This is an optimization exercise on Yosys and OpenROAD, whose aim is small area, a short achievable clock period and few clock cycles per item, not a production implementation. RTL that was checked went through simulation tests only; none was proved equivalent to the original.

lane 1:
## muldiv_unit
module muldiv_unit
#(
  parameter int unsigned XLEN = 32
) (
  input  logic            clk,
  input  logic            rst,
  input  logic            in_valid,
  output logic            in_ready,
  input  logic [2:0]      op,
  input  logic [XLEN-1:0] rs1_data,
  input  logic [XLEN-1:0] rs2_data,
  input  logic [4:0]      rd_in,
  input  logic            flush,
  output logic            out_valid,
  input  logic            out_ready,
  output logic [XLEN-1:0] result,
  output logic [4:0]      rd_out,
  output logic            err
);
For scale: roughly 190 flip-flops, ~120 I/O pins.
Settings: LEC_CHECK=0, ABC_CLOCK_PERIOD_IN_PS=2500, CAP_MARGIN=20, CORE_MARGIN=2, CORE_UTILIZATION=40, SETUP_SLACK_MARGIN=5, SLEW_MARGIN=20, TNS_END_PERCENT=100; clock period 11.0 ns.
run.sh (not shown) runs the stock make flow with config.mk's settings and CLKGATE_MAP_FILE= SYNTH_SCRIPT=/design/flow/synth_recipe.tcl, a recipe that flattens the netlist after the stock synthesis.
Lane 1 ran to completion and came out clean on the timing, DRC and antenna checks.
#### Input delta (lane 2 over lane 1)
-- flow/design.v --
<<< lane 1, line 138
  assign a_short = (xa[31:15] == '0);
  assign b_short = (xb[31:15] == '0);
  logic bx, ax;
  assign bx      = rs2_data[31] & ((op == 3'd2) | (op == 3'd3));
  assign ax      = rs1_data[31] & (op == 3'd3);
  assign swap    = ~op[2] & ~b_short & (a_short | (bx & ~ax));
  assign short_d = ~op[2] & (a_short | b_short);
  muldiv_div_iter u_len_a (.x_i(xa), .nz_o(nz_a), .pos_o(pos_a));
>>> lane 2, line 138
  assign a_short = (xa[31:15] == '0);
  assign b_short = (xb[31:15] == '0);
  assign swap    = ~op[2] & ~b_short & a_short;
  assign short_d = ~op[2] & (a_short | b_short);
  muldiv_div_iter u_len_a (.x_i(xa), .nz_o(nz_a), .pos_o(pos_a));
Notes after the runs:
Relative to lane 1, count of cells along the worst register-to-register path has gone down in lane 2. The unique cell type count in the Yosys netlist in lane 2 is 0.890 times that in lane 1. Lane 2 has final clock period utilization by the worst path above what lane 1 had.
Testbench counts of lane 2, summed over its fixed seeds: cycles 14,427, items 3,200.
Function not checked in lane 1: the RTL went through the layout flow alone.

muldiv_unit, a different RTL version from the one above (not shown whole).
Size in the first run: about 2,200 cells after synthesis, roughly 160 flip-flops, about 120 I/O pins, about 17,000 um^2 of cells after synthesis.
clock: 11.0 ns
lec_check: 0
abc_clock_period_in_ps: 2500
cap_margin: 20
core_margin: 2
core_utilization: 40
setup_slack_margin: 5
slew_margin: 20
tns_end_percent: 100
Then changed:
--- a/flow/design.v
+++ b/flow/design.v
@@ -76,12 +76,13 @@
   localparam int SDiv  = muldiv_pkg::SDiv;
   localparam int SFix  = muldiv_pkg::SFix;
   localparam int NSt   = muldiv_pkg::NSt;
   logic [NSt-1:0] st_q, st_d;     
   logic        fin_q, fin_d;      
   logic        ov_q, ov_d;        
+  logic        rdy_q, rdy_d;      
   logic [4:0]  cnt_q, cnt_d;
   logic [2:0]  jop_q;
   logic [4:0]  jrd_q;
   logic [32:0] md_q, md_d;     
   logic [32:0] acc_q, acc_d;   
   logic [31:0] lo_q, lo_d;     
@@ -130,18 +131,17 @@
   assign nsh     = nd[5] ? 5'd31 : nd[4:0];
   assign dsh     = {neg_b, lo_q} << cnt_q;
   logic        q;
   logic [31:0] quo_next;
   assign q        = ~t[32];
   assign quo_next = {lo_q[30:0], q};
-  logic idle, wr, hold, load, a_signed;
-  assign idle     = ~|st_q;
+  logic wr, hold, load, a_signed;
   assign wr       = fin_q & ~ov_q;
   assign hold     = fin_q & ov_q;     
-  assign load     = idle | wr;        
-  assign in_ready = load;
+  assign load     = rdy_q;            
+  assign in_ready = rdy_q;
   assign a_signed = rs1_data[31] & ((op == 3'd1) | (op == 3'd2) | (op == 3'd4) | (op == 3'd6));
   logic [31:0] res_d;
   always_comb begin
     res_d = t[31:0];
     if (st_q[SMul])  res_d = j_lo ? {t[3:0], lo_q[31:4]} : t[35:4];
     if (st_q[SSpec]) res_d = j_rem ? md_q[31:0] : {32{neg_q}};
@@ -260,22 +260,25 @@
   end
   always_comb begin
     ov_d = ov_q;
     if (ov_q & out_ready) ov_d = 1'b0;
     if (wr) ov_d = 1'b1;
     if (flush) ov_d = 1'b0;
+    rdy_d = ~|st_d | (fin_d & ~ov_d);
   end
   always_ff @(posedge clk or negedge rst) begin
     if (!rst) begin
       st_q  <= '0;
       fin_q <= 1'b0;
       ov_q  <= 1'b0;
+      rdy_q <= 1'b1;
     end else begin
       st_q  <= st_d;
       fin_q <= fin_d;
       ov_q  <= ov_d;
+      rdy_q <= rdy_d;
     end
   end
   always_ff @(posedge clk) begin
     cnt_q <= cnt_d;
     md_q  <= md_d;
     acc_q <= acc_d;
Cell area grows by 0.68%.
Maximum frequency rose by 0.43%.
Worst setup slack is better by 0.025 ns.
Sequential share of layout area hardly moves.
Via count falls by 2.3%.
Global-route usage went down by 0.54 points.
Non-clock buffer count is higher by 9.
Testbench counts after the change, summed over its fixed seeds: cycles 25,295, items 3,200.
For the first run of this note, only the layout was checked, not whether the RTL still works.

TR:
Another version of the RTL of muldiv_unit (not shown whole).
Size in the first run: ~2,800 cells after synthesis, ~190 flip-flops, ~120 I/O pins, about 0.022 mm² of cells after synthesis.
export LEC_CHECK = 0
export ABC_CLOCK_PERIOD_IN_PS = 2500
export CAP_MARGIN = 20
export CORE_MARGIN = 2
export CORE_UTILIZATION = 40
export SETUP_SLACK_MARGIN = 5
export SLEW_MARGIN = 20
export TNS_END_PERCENT = 100
create_clock -name core_clock -period 11.0 [get_ports {clk}]
> inputs changed (TR -> AL)
-- flow/design.v --
<<< TR, line 86
  logic [31:0] lo_q, lo_d;     
  logic        neg_q, neg_d;   
  logic        negb_q, bz_q, nza_q, nzb_q, pa_q;
  logic [4:0]  posa_q, posb_q;
  logic        one0_q, two0_q, neg0_q, one1_q, two1_q, neg1_q, inv_q;
>>> AL, line 86
  logic [31:0] lo_q, lo_d;     
  logic        neg_q, neg_d;   
  logic        negb_q, bz_q, nza_q, nzb_q;
  logic [4:0]  posa_q, posb_q;
  logic        one0_q, two0_q, neg0_q, one1_q, two1_q, neg1_q, inv_q;
<<< TR, line 139
  assign neg_a = md_q[32];
  assign neg_b = negb_q;
  logic        pa;
  always_comb begin
    pa = a_signed;
    for (int i = 0; i < 31; i++) pa = pa & (~xa[i+1] | xa[i]);
  end
  assign nd      = (nza_q ? {2'b0, posa_q} + 7'd1 : 7'd0) + {6'd0, pa_q}
                 - (nzb_q ? {2'b0, posb_q} + 7'd1 : 7'd0);
  assign bz      = bz_q;
>>> AL, line 139
  assign neg_a = md_q[32];
  assign neg_b = negb_q;
  assign nd      = (nza_q ? {2'b0, posa_q} + 7'd1 : 7'd0) + {6'd0, neg_a}
                 - (nzb_q ? {2'b0, posb_q} + 7'd1 : 7'd0);
  assign bz      = bz_q;
<<< TR, line 319
    posa_q <= pos_a;
    posb_q <= pos_b;
    pa_q   <= pa;
    if (load) begin
      jop_q  <= op;
>>> AL, line 314
    posa_q <= pos_a;
    posb_q <= pos_b;
    if (load) begin
      jop_q  <= op;
- AL completed every stage of the flow, and the final layout passed the timing, DRC and antenna checks.
- Going from TR to AL, the sequential area share after synthesis was found to have gone up by 0.45 points.
- TR has higher fmax than AL.
- Synthesis-stage register bit count: AL and TR compared, lower one is AL
- Diff AL..TR | core utilization | negligible
- AL vs TR on global-route usage over all layers: AL is the higher one.
- AL and TR ended up with nearly the same minimum hold slack.
- In the flow results for AL and TR, the clock-buffer cell count is smaller on AL.
- For compound-cell area share of the yosys netlist, TR and AL come out practically identical.
- Changes observed in AL relative to TR: met1 track utilization from global routing now sits higher, setup slack of the worst register-to-register path now sits lower, die outline area now sits lower, clock period minus final worst setup slack now sits higher.
- Across both runs, slack of the critical path was lower for AL than for TR.
- Cell count after placement in AL is 105 lower than in TR
Function was not checked in any run of this note: the RTL went through the layout flow alone.

muldiv_unit, a different RTL version from the one above (not shown whole).
Size: roughly 3400 cells after synthesis, about 120 I/O pins.
Settings: LEC_CHECK=0, ABC_CLOCK_PERIOD_IN_PS=2500, CAP_MARGIN=20, CORE_MARGIN=2, CORE_UTILIZATION=40, SETUP_SLACK_MARGIN=5, SLEW_MARGIN=20, TNS_END_PERCENT=100; clock period 11.0 ns.
Rerun with:
--- a/flow/design.v
+++ b/flow/design.v
@@ -109,24 +109,29 @@
   assign pp2 = x2 ^ {35{neg2_q}};
   assign pp3 = x3 ^ {35{neg3_q}};
   assign ra  = {{8{acc_q[33]}}, acc_q} ^ {42{inv_q}};
   assign rb  = {{7{pp0[34]}}, pp0};
   assign rc  = {{5{pp1[34]}}, pp1, 2'b00};
   assign rd  = {{3{pp2[34]}}, pp2, 4'b0000};
   assign re  = {{1{pp3[34]}}, pp3, 6'b000000};
-  assign rn  = {35'd0, neg3_q, 1'b0, neg2_q, 1'b0, neg1_q, 1'b0, neg0_q};
+  assign rn  = {35'd0, neg3_q, 1'b0, neg2_q, 1'b0, neg1_q, 2'b00};
+  logic        dv, sub1, sub2;
+  logic [33:0] u1;
+  logic [41:0] rf;
+  assign dv  = st_q[SDiv];
+  assign rf  = {42{dv}} & ({{8{md_q[33]}}, md_q} ^ {42{sub2}});
   assign s1  = ra ^ rb ^ rc;
-  assign c1  = ((ra & rb) | (ra & rc) | (rb & rc)) << 1;
+  assign c1  = (((ra & rb) | (ra & rc) | (rb & rc)) << 1) | {41'd0, neg0_q};
   assign w1  = rd ^ re ^ rn;
-  assign k1  = ((rd & re) | (rd & rn) | (re & rn)) << 1;
+  assign k1  = (((rd & re) | (rd & rn) | (re & rn)) << 1) | rf;
   assign s2  = s1 ^ c1 ^ w1;
   assign c2  = ((s1 & c1) | (s1 & w1) | (c1 & w1)) << 1;
   assign s3  = s2 ^ c2 ^ k1;
   assign c3  = ((s2 & c2) | (s2 & k1) | (c2 & k1)) << 1;
-  assign t   = s3 + c3 + {41'd0, inv_q};
+  assign t   = s3 + c3 + {41'd0, inv_q | (dv & sub2)};
   function automatic logic [2:0] booth(input logic h, input logic m, input logic l);
     booth = {m ^ l, (h & ~m & ~l) | (~h & m & l), h & ~(m & l)};
   endfunction
   logic        neg_a, neg_b, bz, special;
   logic [31:0] xa, xb;
   logic        nz_a, nz_b;
   logic [4:0]  pos_a, pos_b;
@@ -140,24 +145,20 @@
   muldiv_div_iter u_len_a (.x_i(xa), .nz_o(nz_a), .pos_o(pos_a));
   muldiv_div_iter u_len_b (.x_i(xb), .nz_o(nz_b), .pos_o(pos_b));
   assign nd      = (nz_a ? {2'b0, pos_a} + 7'd1 : 7'd0) + {6'd0, neg_a}
                  - (nz_b ? {2'b0, pos_b} + 7'd1 : 7'd0);
   assign bz      = (lo_q == '0);
   assign special = bz | nd[6];
   assign nsh     = nd[5] ? 5'd31 : (nd[4:0] | 5'd1);
-  assign dsh     = {neg_b, neg_b, lo_q} << cnt_q;
-  logic        sub1, sub2;
-  logic [33:0] d2, u1, u2;
+  assign dsh     = {neg_b, neg_b, lo_q} << {cnt_q[4:1], 1'b0};
   logic [31:0] quo_next;
   assign sub1 = ~(acc_q[33] ^ md_q[33]);
-  assign u1   = acc_q + (md_q ^ {34{sub1}}) + {33'd0, sub1};
-  assign d2   = {md_q[33], md_q[33:1]};
+  assign u1   = acc_q + ({md_q[32:0], 1'b0} ^ {34{sub1}}) + {33'd0, sub1};
   assign sub2 = ~(u1[33] ^ md_q[33]);
-  assign u2   = u1 + (d2 ^ {34{sub2}}) + {33'd0, sub2};
-  assign quo_next = {lo_q[29:0], ~u1[33], ~u2[33]};
+  assign quo_next = {lo_q[29:0], ~u1[33], ~t[33]};
   logic wr, hold, load, a_signed;
   assign wr       = fin_q & ~ov_q;
   assign hold     = fin_q & ov_q;     
   assign load     = rdy_q;            
   assign in_ready = rdy_q;
   assign a_signed = rs1_data[31] & ((op == 3'd1) | (op == 3'd2) | (op == 3'd4) | (op == 3'd6));
   logic [31:0] res_d;
@@ -218,29 +219,32 @@
     if (st_q[SDs2]) begin
       md_d  = dsh;
       lo_d  = '0;
       cnt_d = {1'b0, cnt_q[4:1]};    
       st_d  = '0;
       st_d[SDiv] = 1'b1;
       fin_d = (cnt_q[4:1] == 4'd0) & ~j_rem & ~neg_q;
+      {one0_d, two0_d, neg0_d} = {1'b0, 1'b1, ~neg_b};   
     end
     if (st_q[SDiv]) begin
-      acc_d = u2;
+      acc_d = t[33:0];
       lo_d  = quo_next;
       md_d  = {{2{md_q[33]}}, md_q[33:2]};
       cnt_d = cnt_q - 5'd1;
+      {one0_d, two0_d, neg0_d} = {1'b0, 1'b1, ~(t[33] ^ md_q[33])};
       if (cnt_q == 5'd1) fin_d = ~j_rem & ~neg_q;
       if (cnt_q == 5'd0) begin
-        md_d = d2;
+        md_d = md_q;
         st_d = '0;
         st_d[SFix] = 1'b1;
         fin_d = 1'b1;
+        two0_d = 1'b0;
         if (j_rem) begin
-          one0_d = u2[33];
-          neg0_d = u2[33] & (md_q[33] ^ neg_q);
+          one0_d = t[33];
+          neg0_d = t[33] & (md_q[33] ^ neg_q);
           inv_d  = neg_q;
         end else begin
           acc_d  = {2'b0, quo_next};
           one0_d = 1'b0;
           neg0_d = 1'b0;
           inv_d  = 1'b1;
         end
=> Die area decreases by 12%. Worst setup slack loses 0.62 ns. First-iteration DRC count is lower by 6.2%. Via count is lower by 12%. Synthesized cell count falls by 13%. Wire length drops by about 8%. Register-to-register slack gets worse by 0.62 ns. Hold slack loses 0.0039 ns.
Function was not checked in any run of this note: the RTL went through the layout flow alone.

## static timing again, ports no longer ideal
No port has a modelled driver above. Below, the same layouts with a new extraction and two added sets of constraints.
Step 1 assumes that a clkbuf_16 drives the clock port and a buf_2 every other input.
Step 2 times the ports against the registers' clock, not the clock port: input delays grow and output delays shrink by t, the midpoint of the rising clock arrivals with the driver on.
Slacks: no drivers / after step 1 / after step 2; pairs: no drivers / after step 1.
run | shift t [ns] | slack for setup (ns) | worst setup path after step 2
lane 1 | 0.524 | 5.099 / 5.099 / 4.614 | input to register
lane 2 | 0.575 | 5.051 / 5.051 / 4.623 | input to register
the first run of note 2 | 0.506 | 5.117 / 5.062 / 5.380 | register to register
the second run of note 2 | 0.512 | 5.143 / 5.143 / 5.143 | register to register
TR | 0.521 | 5.135 / 5.135 / 4.928 | input to register
AL | 0.510 | 5.021 / 5.021 / 5.021 | register to register
the first run of note 4 | 0.542 | 4.978 / 4.978 / 4.978 | register to register
the second run of note 4 | 0.524 | 4.357 / 4.357 / 4.357 | register to register
After both steps every run listed still meets setup and hold. For lane 1, which loses most, drivers alone change the setup slack by 0.000 ns; drivers and shift together by -0.485 ns.
